Context: an optimization exercise on an open-source flow, tuned for small area, a short achievable clock period and few clock cycles per item. The choices shown serve that exercise and are no tape-out recipe.
RTL that was checked went through simulation tests only; none was proved equivalent to the original.
Power and IR drop assume default switching activity.

==> juniper <==
// heater_handle_supervisor
module heater_handle_supervisor (
  input  logic                         clk_i,
  input  logic                         rst_ni,
  input  logic                         in_valid_i,
  output logic                         in_ready_o,
  input  logic [hhs_pkg::InW-1:0]      in_data_i,
  output logic                         out_valid_o,
  input  logic                         out_ready_i,
  output logic [hhs_pkg::OutW-1:0]     out_data_o,
  input  logic                         cfg_valid_i,
  output logic                         cfg_ready_o,
  input  logic [hhs_pkg::CfgIdxW-1:0]  cfg_index_i,
  input  logic [hhs_pkg::CfgDataW-1:0] cfg_data_i
);
  logic [15:0] sleep_ticks;
  logic [14:0] error_ticks;
  logic [9:0]  max_temp;
  logic [9:0]  min_temp;
  logic [7:0]  min_air;
  logic [8:0]  cool_lim;
  logic [7:0]  max_air_duty;
  logic [7:0]  sleep_fan_duty;
  logic        s0_valid_q;
  logic        s0_docked_q, s0_cold_q, s0_power_q;
  logic [9:0]  s0_temp_q;
  ...
==> flow/config.mk <==
export PLATFORM = sky130hd
export DESIGN_NAME = heater_handle_supervisor
export DESIGN_NICKNAME = heater_handle_supervisor
export VERILOG_FILES = /design/flow/design.v
export SDC_FILE = /design/flow/constraint.sdc
export NUM_CORES = 4
export LEC_CHECK = 0
export CAP_MARGIN = 20
export CORE_MARGIN = 2
export CORE_UTILIZATION = 40
export SETUP_SLACK_MARGIN = 5
export SLEW_MARGIN = 20
==> flow/constraint.sdc <==
create_clock -name core_clock -period 9.0 [get_ports {clk_i}]
set_input_delay 1.8000 -clock core_clock [delete_from_list [all_inputs] [get_ports {clk_i}]]
set_output_delay 1.8000 -clock core_clock [all_outputs]
set_load 0.01 [all_outputs]
run.sh (not shown) runs the stock make flow with config.mk's settings and CLKGATE_MAP_FILE= SYNTH_SCRIPT=/design/flow/synth_recipe.tcl, a recipe that flattens the netlist after the stock synthesis.
==> inputs of indigo, as changes to juniper <==
--- a/flow/design.v
+++ b/flow/design.v
@@ -18,17 +18,18 @@
   localparam logic [14:0] RstErrorTicks  = 15'd5;
   localparam logic [9:0]  RstMaxTemp     = 10'd520;
   localparam logic [9:0]  RstMinTemp     = 10'd10;
   localparam logic [7:0]  RstMinAir      = 8'd10;
   localparam logic [8:0]  RstCoolLim     = 9'd120;   
   localparam logic [7:0]  RstMaxAirDuty  = 8'd86;    
   localparam logic [7:0]  RstSleepFanDuty = 8'd58;   
-  function automatic logic [4:0] air_step(input logic [7:0] level);
+  function automatic logic [7:0] scaled_air(input logic [7:0] level);
     logic [3:0] r;
     logic       b, c;
+    logic [1:0] s;
     r = {level[3] ^ level[0], level[2:0]};
     case (r)
       4'd0:    b = level != 8'd0;
       4'd1:    b = level > 8'd25;
       4'd2:    b = level > 8'd50;
       4'd3:    b = level > 8'd75;
       4'd4:    b = level > 8'd100;
@@ -37,21 +38,16 @@
       4'd7:    b = level > 8'd175;
       4'd8:    b = level > 8'd200;
       4'd9:    b = level > 8'd225;
       4'd10:   b = level > 8'd250;
       default: b = 1'b0;
     endcase
     c = level[3] & level[0];
-    air_step = {3'b111, c | !b, !(c ^ !b)};
-  endfunction
-  function automatic logic [7:0] air_sum(input logic [7:0] level, input logic [4:0] step);
-    air_sum = {1'b0, level[7:1]} + {4'd0, level[7:4]} + {3'd0, step};
-  endfunction
-  function automatic logic [7:0] scaled_air(input logic [7:0] level);
-    scaled_air = air_sum(level, air_step(level));
+    s = {c | !b, !(c ^ !b)};
+    scaled_air = {1'b0, level[7:1]} + {4'd0, level[7:4]} + {3'b111, s};
   endfunction
   function automatic logic [6:0] temp_duty(input logic [9:0] temp);
     logic [4:0] h;
     h = 5'bx;
     case (temp[7:0])
       8'd70: h = 5'd7;
       8'd71: h = 5'd7;
@@ -424,114 +420,83 @@
   logic [7:0]  max_air_duty;
   logic [7:0]  sleep_fan_duty;
   logic        s0_valid_q;
   logic        s0_docked_q, s0_cold_q, s0_power_q;
   logic [9:0]  s0_temp_q;
   logic [7:0]  s0_air_q;
   logic [7:0]  s0_level_q;
-  logic [1:0]  s0_air_step_q;
   logic        in_cold;
-  logic [4:0]  cold_step, hot_step, cfg_step;
-  logic        s1_valid_q;
-  logic        s1_docked_q, s1_cold_q, s1_sleep_cool_q, s1_air_low_q;
-  logic        s1_hot_q, s1_cool_q, s1_fan_off_q;
-  logic [7:0]  s1_duty_sel_q;
   logic [7:0]  air_duty, duty_sel;
   logic        sleep_cool;
   logic        work_q, work_d;
   logic [15:0] sleep_cnt_q, sleep_cnt_d;
   logic [15:0] fault_cnt_q, fault_cnt_d;
   logic [1:0]  fault_q, fault_d;
   logic        fan_fault_q, fan_fault_d;
   logic        fan_hold_q, fan_hold_d;
   logic [7:0]  duty_q, duty_d;
   logic        beep_q, beep_d;
   logic        res_valid_q;
   logic [hhs_pkg::OutW-1:0] res;
-  logic        old_valid_q;
-  logic        out_valid_q;
-  logic [hhs_pkg::OutW-1:0] out_q;
-  logic [hhs_pkg::OutW-1:0] res_d;
+  logic        skid_valid_q;
+  logic [hhs_pkg::OutW-1:0] skid_q;
   logic        in_ready_q;
-  logic        accept, full2, en0, en1, adv2;
-  logic        s0_valid_d, s1_valid_d, res_valid_d, old_valid_d;
+  logic        accept, full2, en0, adv1;
+  logic        s0_valid_d, res_valid_d, skid_valid_d;
   assign cfg_ready_o = 1'b1;
-  assign full2  = res_valid_q && old_valid_q;
-  assign adv2   = s1_valid_q && !full2;
-  assign en1    = !s1_valid_q || !full2;
-  assign en0    = !s0_valid_q || en1;
+  assign full2  = res_valid_q && skid_valid_q;
+  assign adv1   = s0_valid_q && !full2;
+  assign en0    = !s0_valid_q || !full2;
   assign accept = in_valid_i && in_ready_q;
   assign s0_valid_d   = en0 ? accept : s0_valid_q;
-  assign s1_valid_d   = en1 ? s0_valid_q : s1_valid_q;
-  assign res_valid_d  = adv2 || (res_valid_q && !(!old_valid_q && out_ready_i));
-  assign old_valid_d  = old_valid_q ? !out_ready_i : (res_valid_q && adv2 && !out_ready_i);
+  assign res_valid_d  = adv1 || (res_valid_q && !(!skid_valid_q && out_ready_i));
+  assign skid_valid_d = skid_valid_q ? !out_ready_i : (res_valid_q && adv1 && !out_ready_i);
   always_ff @(posedge clk_i or negedge rst_ni) begin
     if (!rst_ni) begin
       s0_valid_q   <= 1'b0;
-      s1_valid_q   <= 1'b0;
       res_valid_q  <= 1'b0;
-      old_valid_q  <= 1'b0;
-      out_valid_q  <= 1'b0;
+      skid_valid_q <= 1'b0;
       in_ready_q   <= 1'b1;
     end else begin
       s0_valid_q   <= s0_valid_d;
-      s1_valid_q   <= s1_valid_d;
       res_valid_q  <= res_valid_d;
-      old_valid_q  <= old_valid_d;
-      out_valid_q  <= res_valid_d || old_valid_d;
-      in_ready_q   <= !(s0_valid_d && s1_valid_d && res_valid_d && old_valid_d);
+      skid_valid_q <= skid_valid_d;
+      in_ready_q   <= !(s0_valid_d && res_valid_d && skid_valid_d);
     end
   end
   assign in_ready_o = in_ready_q;
-  assign in_cold   = (in_data_i[35:34] == hhs_pkg::ModeCold);
-  assign cold_step = hhs_pkg::air_step(in_data_i[7:0]);
-  assign hot_step  = hhs_pkg::air_step(in_data_i[15:8]);
-  assign cfg_step  = hhs_pkg::air_step(cfg_data_i[7:0]);
+  assign in_cold = (in_data_i[35:34] == hhs_pkg::ModeCold);
   always_ff @(posedge clk_i) begin
     if (en0) begin
       s0_docked_q <= !in_data_i[37] && in_data_i[36];
       s0_cold_q   <= in_cold;
       s0_power_q  <= (in_data_i[35:34] == hhs_pkg::ModePower);
       s0_temp_q   <= in_data_i[33:24];
       s0_air_q    <= in_data_i[23:16];
     end
     if (cfg_valid_i) begin
-      s0_level_q    <= cfg_data_i[7:0];
-      s0_air_step_q <= cfg_step[1:0];
+      s0_level_q  <= cfg_data_i[7:0];
     end else if (en0) begin
-      s0_level_q    <= in_cold ? in_data_i[7:0] : in_data_i[15:8];
-      s0_air_step_q <= in_cold ? cold_step[1:0] : hot_step[1:0];
+      s0_level_q  <= in_cold ? in_data_i[7:0] : in_data_i[15:8];
     end
   end
-  assign air_duty = hhs_pkg::air_sum(s0_level_q, {3'b111, s0_air_step_q});
+  assign air_duty = hhs_pkg::scaled_air(s0_level_q);
   always_comb begin
     if (s0_cold_q || !s0_docked_q) begin
       duty_sel = air_duty;
     end else if (s0_temp_q >= hhs_pkg::TempFanHigh) begin
       duty_sel = sleep_fan_duty;
     end else if (s0_temp_q >= hhs_pkg::TempFanLow) begin
       duty_sel = {1'b0, hhs_pkg::temp_duty(s0_temp_q)};
     end else begin
       duty_sel = 8'd0;
     end
   end
   assign sleep_cool = s0_power_q ? ({1'b0, s0_temp_q} <= {2'b0, cool_lim})
                                  : (s0_temp_q <= hhs_pkg::TempSleepCool);
-  always_ff @(posedge clk_i) begin
-    if (en1) begin
-      s1_docked_q     <= s0_docked_q;
-      s1_cold_q       <= s0_cold_q;
-      s1_sleep_cool_q <= sleep_cool;
-      s1_air_low_q    <= s0_air_q < min_air;
-      s1_hot_q        <= s0_temp_q >= max_temp;
-      s1_cool_q       <= s0_temp_q <= min_temp;
-      s1_fan_off_q    <= s0_temp_q < hhs_pkg::TempFanOff;
-      s1_duty_sel_q   <= duty_sel;
-    end
-  end
   hhs_cfg_regs u_cfg (
     .clk_i            (clk_i),
     .rst_ni           (rst_ni),
     .we_i             (cfg_valid_i),
     .idx_i            (cfg_index_i),
     .data_i           (cfg_data_i),
     .level_i          (s0_level_q),
@@ -541,23 +506,23 @@
     .max_temp_o       (max_temp),
     .min_temp_o       (min_temp),
     .min_air_o        (min_air),
     .cool_lim_o       (cool_lim),
     .max_air_duty_o   (max_air_duty),
     .sleep_fan_duty_o (sleep_fan_duty)
   );
-  hhs_step u_step (
-    .cold_i         (s1_cold_q),
-    .docked_i       (s1_docked_q),
-    .sleep_cool_i   (s1_sleep_cool_q),
-    .air_low_i      (s1_air_low_q),
-    .hot_i          (s1_hot_q),
-    .cool_i         (s1_cool_q),
-    .fan_off_i      (s1_fan_off_q),
-    .duty_sel_i     (s1_duty_sel_q),
+    hhs_step u_step (
+    .cold_i         (s0_cold_q),
+    .docked_i       (s0_docked_q),
+    .sleep_cool_i   (sleep_cool),
+    .air_low_i      (s0_air_q < min_air),
+    .hot_i          (s0_temp_q >= max_temp),
+    .cool_i         (s0_temp_q <= min_temp),
+    .fan_off_i      (s0_temp_q < hhs_pkg::TempFanOff),
+    .duty_sel_i     (duty_sel),
     .sleep_ticks_i  (sleep_ticks),
     .error_ticks_i  (error_ticks),
     .max_air_duty_i (max_air_duty),
     .work_i         (work_q),
     .sleep_cnt_i    (sleep_cnt_q),
     .fault_cnt_i    (fault_cnt_q),
     .fault_i        (fault_q),
@@ -579,26 +544,25 @@
       sleep_cnt_q <= 16'd0;
       fault_cnt_q <= 16'd0;
       fault_q     <= hhs_pkg::FAULT_OK;
       fan_fault_q <= 1'b0;
       fan_hold_q  <= 1'b0;
       duty_q      <= 8'd0;
       beep_q      <= 1'b0;
-    end else if (adv2) begin
+    end else if (adv1) begin
       work_q      <= work_d;
       sleep_cnt_q <= sleep_cnt_d;
       fault_cnt_q <= fault_cnt_d;
       fault_q     <= fault_d;
       fan_fault_q <= fan_fault_d;
       fan_hold_q  <= fan_hold_d;
       duty_q      <= duty_d;
       beep_q      <= beep_d;
     end
   end
-  assign res   = {work_q, fault_q, duty_q, beep_q};
-  assign res_d = adv2 ? {work_d, fault_d, duty_d, beep_d} : res;
+  assign res = {work_q, fault_q, duty_q, beep_q};
   always_ff @(posedge clk_i) begin
-    if (!old_valid_d) out_q <= res_d;
+    if (!skid_valid_q) skid_q <= res;
   end
-  assign out_valid_o = out_valid_q;
-  assign out_data_o  = out_q;
+  assign out_valid_o = res_valid_q || skid_valid_q;
+  assign out_data_o  = skid_valid_q ? skid_q : res;
 endmodule
==> flow/flow/run.sh (new file) <==
#!/bin/bash
# Layout: the standard flow (standard.sh, which runs the standard synthesis
# unchanged), with the timing repair asked to aim for 6.5 ns of setup slack at
# the design's clock period; ORFS's own logs stay under orfs/logs.
set -euo pipefail
bash standard.sh SETUP_SLACK_MARGIN=6.5 finish > standard_flow.log 2>&1
==> flow/standard.sh (new file) <==
#!/bin/bash
# synth_recipe.tcl (not shown) runs the flow's synth.tcl, then flattens the netlist and writes it again
# the make line also repeats each setting of config.mk as NAME=value (left out here)
make -C /OpenROAD-flow-scripts/flow DESIGN_CONFIG=/design/flow/config.mk WORK_HOME=/design/flow/orfs CLKGATE_MAP_FILE= SYNTH_SCRIPT=/design/flow/synth_recipe.tcl "${@:-finish}"
Settings changed: SETUP_SLACK_MARGIN 5 to default.
removed: flow/run.sh
==> inputs of fjord, as changes to juniper <==
--- a/flow/design.v
+++ b/flow/design.v
@@ -18,17 +18,18 @@
   localparam logic [14:0] RstErrorTicks  = 15'd5;
   localparam logic [9:0]  RstMaxTemp     = 10'd520;
   localparam logic [9:0]  RstMinTemp     = 10'd10;
   localparam logic [7:0]  RstMinAir      = 8'd10;
   localparam logic [8:0]  RstCoolLim     = 9'd120;   
   localparam logic [7:0]  RstMaxAirDuty  = 8'd86;    
   localparam logic [7:0]  RstSleepFanDuty = 8'd58;   
-  function automatic logic [4:0] air_step(input logic [7:0] level);
+  function automatic logic [7:0] scaled_air(input logic [7:0] level);
     logic [3:0] r;
     logic       b, c;
+    logic [1:0] s;
     r = {level[3] ^ level[0], level[2:0]};
     case (r)
       4'd0:    b = level != 8'd0;
       4'd1:    b = level > 8'd25;
       4'd2:    b = level > 8'd50;
       4'd3:    b = level > 8'd75;
       4'd4:    b = level > 8'd100;
@@ -37,21 +38,16 @@
       4'd7:    b = level > 8'd175;
       4'd8:    b = level > 8'd200;
       4'd9:    b = level > 8'd225;
       4'd10:   b = level > 8'd250;
       default: b = 1'b0;
     endcase
     c = level[3] & level[0];
-    air_step = {3'b111, c | !b, !(c ^ !b)};
-  endfunction
-  function automatic logic [7:0] air_sum(input logic [7:0] level, input logic [4:0] step);
-    air_sum = {1'b0, level[7:1]} + {4'd0, level[7:4]} + {3'd0, step};
-  endfunction
-  function automatic logic [7:0] scaled_air(input logic [7:0] level);
-    scaled_air = air_sum(level, air_step(level));
+    s = {c | !b, !(c ^ !b)};
+    scaled_air = {1'b0, level[7:1]} + {4'd0, level[7:4]} + {3'b111, s};
   endfunction
   function automatic logic [6:0] temp_duty(input logic [9:0] temp);
     logic [4:0] h;
     h = 5'bx;
     case (temp[7:0])
       8'd70: h = 5'd7;
       8'd71: h = 5'd7;
@@ -424,17 +420,15 @@
   logic [7:0]  max_air_duty;
   logic [7:0]  sleep_fan_duty;
   logic        s0_valid_q;
   logic        s0_docked_q, s0_cold_q, s0_power_q;
   logic [9:0]  s0_temp_q;
   logic [7:0]  s0_air_q;
   logic [7:0]  s0_level_q;
-  logic [1:0]  s0_air_step_q;
   logic        in_cold;
-  logic [4:0]  cold_step, hot_step, cfg_step;
   logic        s1_valid_q;
   logic        s1_docked_q, s1_cold_q, s1_sleep_cool_q, s1_air_low_q;
   logic        s1_hot_q, s1_cool_q, s1_fan_off_q;
   logic [7:0]  s1_duty_sel_q;
   logic [7:0]  air_duty, duty_sel;
   logic        sleep_cool;
   logic        work_q, work_d;
@@ -443,70 +437,61 @@
   logic [1:0]  fault_q, fault_d;
   logic        fan_fault_q, fan_fault_d;
   logic        fan_hold_q, fan_hold_d;
   logic [7:0]  duty_q, duty_d;
   logic        beep_q, beep_d;
   logic        res_valid_q;
   logic [hhs_pkg::OutW-1:0] res;
-  logic        old_valid_q;
-  logic        out_valid_q;
-  logic [hhs_pkg::OutW-1:0] out_q;
-  logic [hhs_pkg::OutW-1:0] res_d;
+  logic        skid_valid_q;
+  logic [hhs_pkg::OutW-1:0] skid_q;
   logic        in_ready_q;
   logic        accept, full2, en0, en1, adv2;
-  logic        s0_valid_d, s1_valid_d, res_valid_d, old_valid_d;
+  logic        s0_valid_d, s1_valid_d, res_valid_d, skid_valid_d;
   assign cfg_ready_o = 1'b1;
-  assign full2  = res_valid_q && old_valid_q;
+  assign full2  = res_valid_q && skid_valid_q;
   assign adv2   = s1_valid_q && !full2;
   assign en1    = !s1_valid_q || !full2;
   assign en0    = !s0_valid_q || en1;
   assign accept = in_valid_i && in_ready_q;
   assign s0_valid_d   = en0 ? accept : s0_valid_q;
   assign s1_valid_d   = en1 ? s0_valid_q : s1_valid_q;
-  assign res_valid_d  = adv2 || (res_valid_q && !(!old_valid_q && out_ready_i));
-  assign old_valid_d  = old_valid_q ? !out_ready_i : (res_valid_q && adv2 && !out_ready_i);
+  assign res_valid_d  = adv2 || (res_valid_q && !(!skid_valid_q && out_ready_i));
+  assign skid_valid_d = skid_valid_q ? !out_ready_i : (res_valid_q && adv2 && !out_ready_i);
   always_ff @(posedge clk_i or negedge rst_ni) begin
     if (!rst_ni) begin
       s0_valid_q   <= 1'b0;
       s1_valid_q   <= 1'b0;
       res_valid_q  <= 1'b0;
-      old_valid_q  <= 1'b0;
-      out_valid_q  <= 1'b0;
+      skid_valid_q <= 1'b0;
       in_ready_q   <= 1'b1;
     end else begin
       s0_valid_q   <= s0_valid_d;
       s1_valid_q   <= s1_valid_d;
       res_valid_q  <= res_valid_d;
-      old_valid_q  <= old_valid_d;
-      out_valid_q  <= res_valid_d || old_valid_d;
-      in_ready_q   <= !(s0_valid_d && s1_valid_d && res_valid_d && old_valid_d);
+      skid_valid_q <= skid_valid_d;
+      in_ready_q   <= !(s0_valid_d && s1_valid_d && res_valid_d && skid_valid_d);
     end
   end
   assign in_ready_o = in_ready_q;
-  assign in_cold   = (in_data_i[35:34] == hhs_pkg::ModeCold);
-  assign cold_step = hhs_pkg::air_step(in_data_i[7:0]);
-  assign hot_step  = hhs_pkg::air_step(in_data_i[15:8]);
-  assign cfg_step  = hhs_pkg::air_step(cfg_data_i[7:0]);
+  assign in_cold = (in_data_i[35:34] == hhs_pkg::ModeCold);
   always_ff @(posedge clk_i) begin
     if (en0) begin
       s0_docked_q <= !in_data_i[37] && in_data_i[36];
       s0_cold_q   <= in_cold;
       s0_power_q  <= (in_data_i[35:34] == hhs_pkg::ModePower);
       s0_temp_q   <= in_data_i[33:24];
       s0_air_q    <= in_data_i[23:16];
     end
     if (cfg_valid_i) begin
-      s0_level_q    <= cfg_data_i[7:0];
-      s0_air_step_q <= cfg_step[1:0];
+      s0_level_q  <= cfg_data_i[7:0];
     end else if (en0) begin
-      s0_level_q    <= in_cold ? in_data_i[7:0] : in_data_i[15:8];
-      s0_air_step_q <= in_cold ? cold_step[1:0] : hot_step[1:0];
+      s0_level_q  <= in_cold ? in_data_i[7:0] : in_data_i[15:8];
     end
   end
-  assign air_duty = hhs_pkg::air_sum(s0_level_q, {3'b111, s0_air_step_q});
+  assign air_duty = hhs_pkg::scaled_air(s0_level_q);
   always_comb begin
     if (s0_cold_q || !s0_docked_q) begin
       duty_sel = air_duty;
     end else if (s0_temp_q >= hhs_pkg::TempFanHigh) begin
       duty_sel = sleep_fan_duty;
     end else if (s0_temp_q >= hhs_pkg::TempFanLow) begin
       duty_sel = {1'b0, hhs_pkg::temp_duty(s0_temp_q)};
@@ -590,15 +575,14 @@
       fault_q     <= fault_d;
       fan_fault_q <= fan_fault_d;
       fan_hold_q  <= fan_hold_d;
       duty_q      <= duty_d;
       beep_q      <= beep_d;
     end
   end
-  assign res   = {work_q, fault_q, duty_q, beep_q};
-  assign res_d = adv2 ? {work_d, fault_d, duty_d, beep_d} : res;
+  assign res = {work_q, fault_q, duty_q, beep_q};
   always_ff @(posedge clk_i) begin
-    if (!old_valid_d) out_q <= res_d;
+    if (!skid_valid_q) skid_q <= res;
   end
-  assign out_valid_o = out_valid_q;
-  assign out_data_o  = out_q;
+  assign out_valid_o = res_valid_q || skid_valid_q;
+  assign out_data_o  = skid_valid_q ? skid_q : res;
 endmodule
Settings changed: SETUP_SLACK_MARGIN 5 to 3.0.
==> comparison <==
Non-clock buffer count: fjord < juniper < indigo.
Sequential cell count, highest first: juniper, fjord, indigo.
Total power: fjord < indigo < juniper.
The lowest global-route usage belongs to juniper, the highest to indigo.
Synthesized cell count, lowest first: indigo, fjord, juniper.
==> figures <==
quantity                                                                                                indigo       fjord     juniper
Run status                                                                    no timing/DRC/antenna violations  no timing/DRC/antenna violations  no timing/DRC/antenna violations
Time the final worst path needs with I/O delays and setup                                              4100 ps     4320 ps     3860 ps
Arithmetic-cell share of the synthesized area counting full adders, half adders and majority gates       0.123       0.118       0.113
Number of filler cells placed in the layout                                                               2476        2639        2813
Average cell area after synthesis                                                                    9.57 um^2   9.89 um^2   9.45 um^2
Source of the worst hold timing path                                                                skid_q[10]   s0_cold_q   s0_cold_q
Routed len/inst                                                                                        17.5 um     16.6 um     16.3 um
Multiplexer area fraction after synthesis                                                               0.0682      0.0697      0.0546
Asr flop ratio synth                                                                                     0.749       0.693       0.688
Final cell utilization of the core                                                                       0.546       0.465       0.477
Worst setup SP type                                                                                  flip-flop   flip-flop   input pin
Post-route cell area                                                                                15100 um^2  13300 um^2  14200 um^2
Testbench counts of fjord, summed over its fixed seeds: cycles 16,024, items 16,000.
Function not checked in juniper and indigo: the RTL went through the layout flow alone.

==> port drivers added, routing unchanged <==
No port has a modelled driver above. Below, the same layouts with a new extraction and two added sets of constraints. Step 1: set_driving_cell puts a clkbuf_16 on clk_i and a buf_2 on each other input, an assumption about the parent block. Step 2 also shifts input and output timing later by t, the mid clock arrival at the registers, as if the neighbouring blocks saw the same clock. Slacks: ideal / step 1 / step 2; pairs: ideal / step 1.
| run | t, ns | setup slack, ns | slew at the worst register clock pin (ns) | worst slew at a driven data input, ns | cell pins on the clock port's net |
|---|---|---|---|---|---|
| juniper | 0.556 | 5.138 / 5.157 / 4.601 | 0.06 / 0.06 | 0.04 | 1 |
| indigo | 0.478 | 4.903 / 4.903 / 4.903 | 0.08 / 0.08 | 0.10 | 1 |
| fjord | 0.484 | 4.684 / 4.684 / 4.684 | 0.08 / 0.08 | 0.04 | 1 |
After both steps setup and hold are still met in every run listed. The setup slack of juniper, which loses most, moves by +0.019 ns with the drivers and by -0.537 ns with both steps.
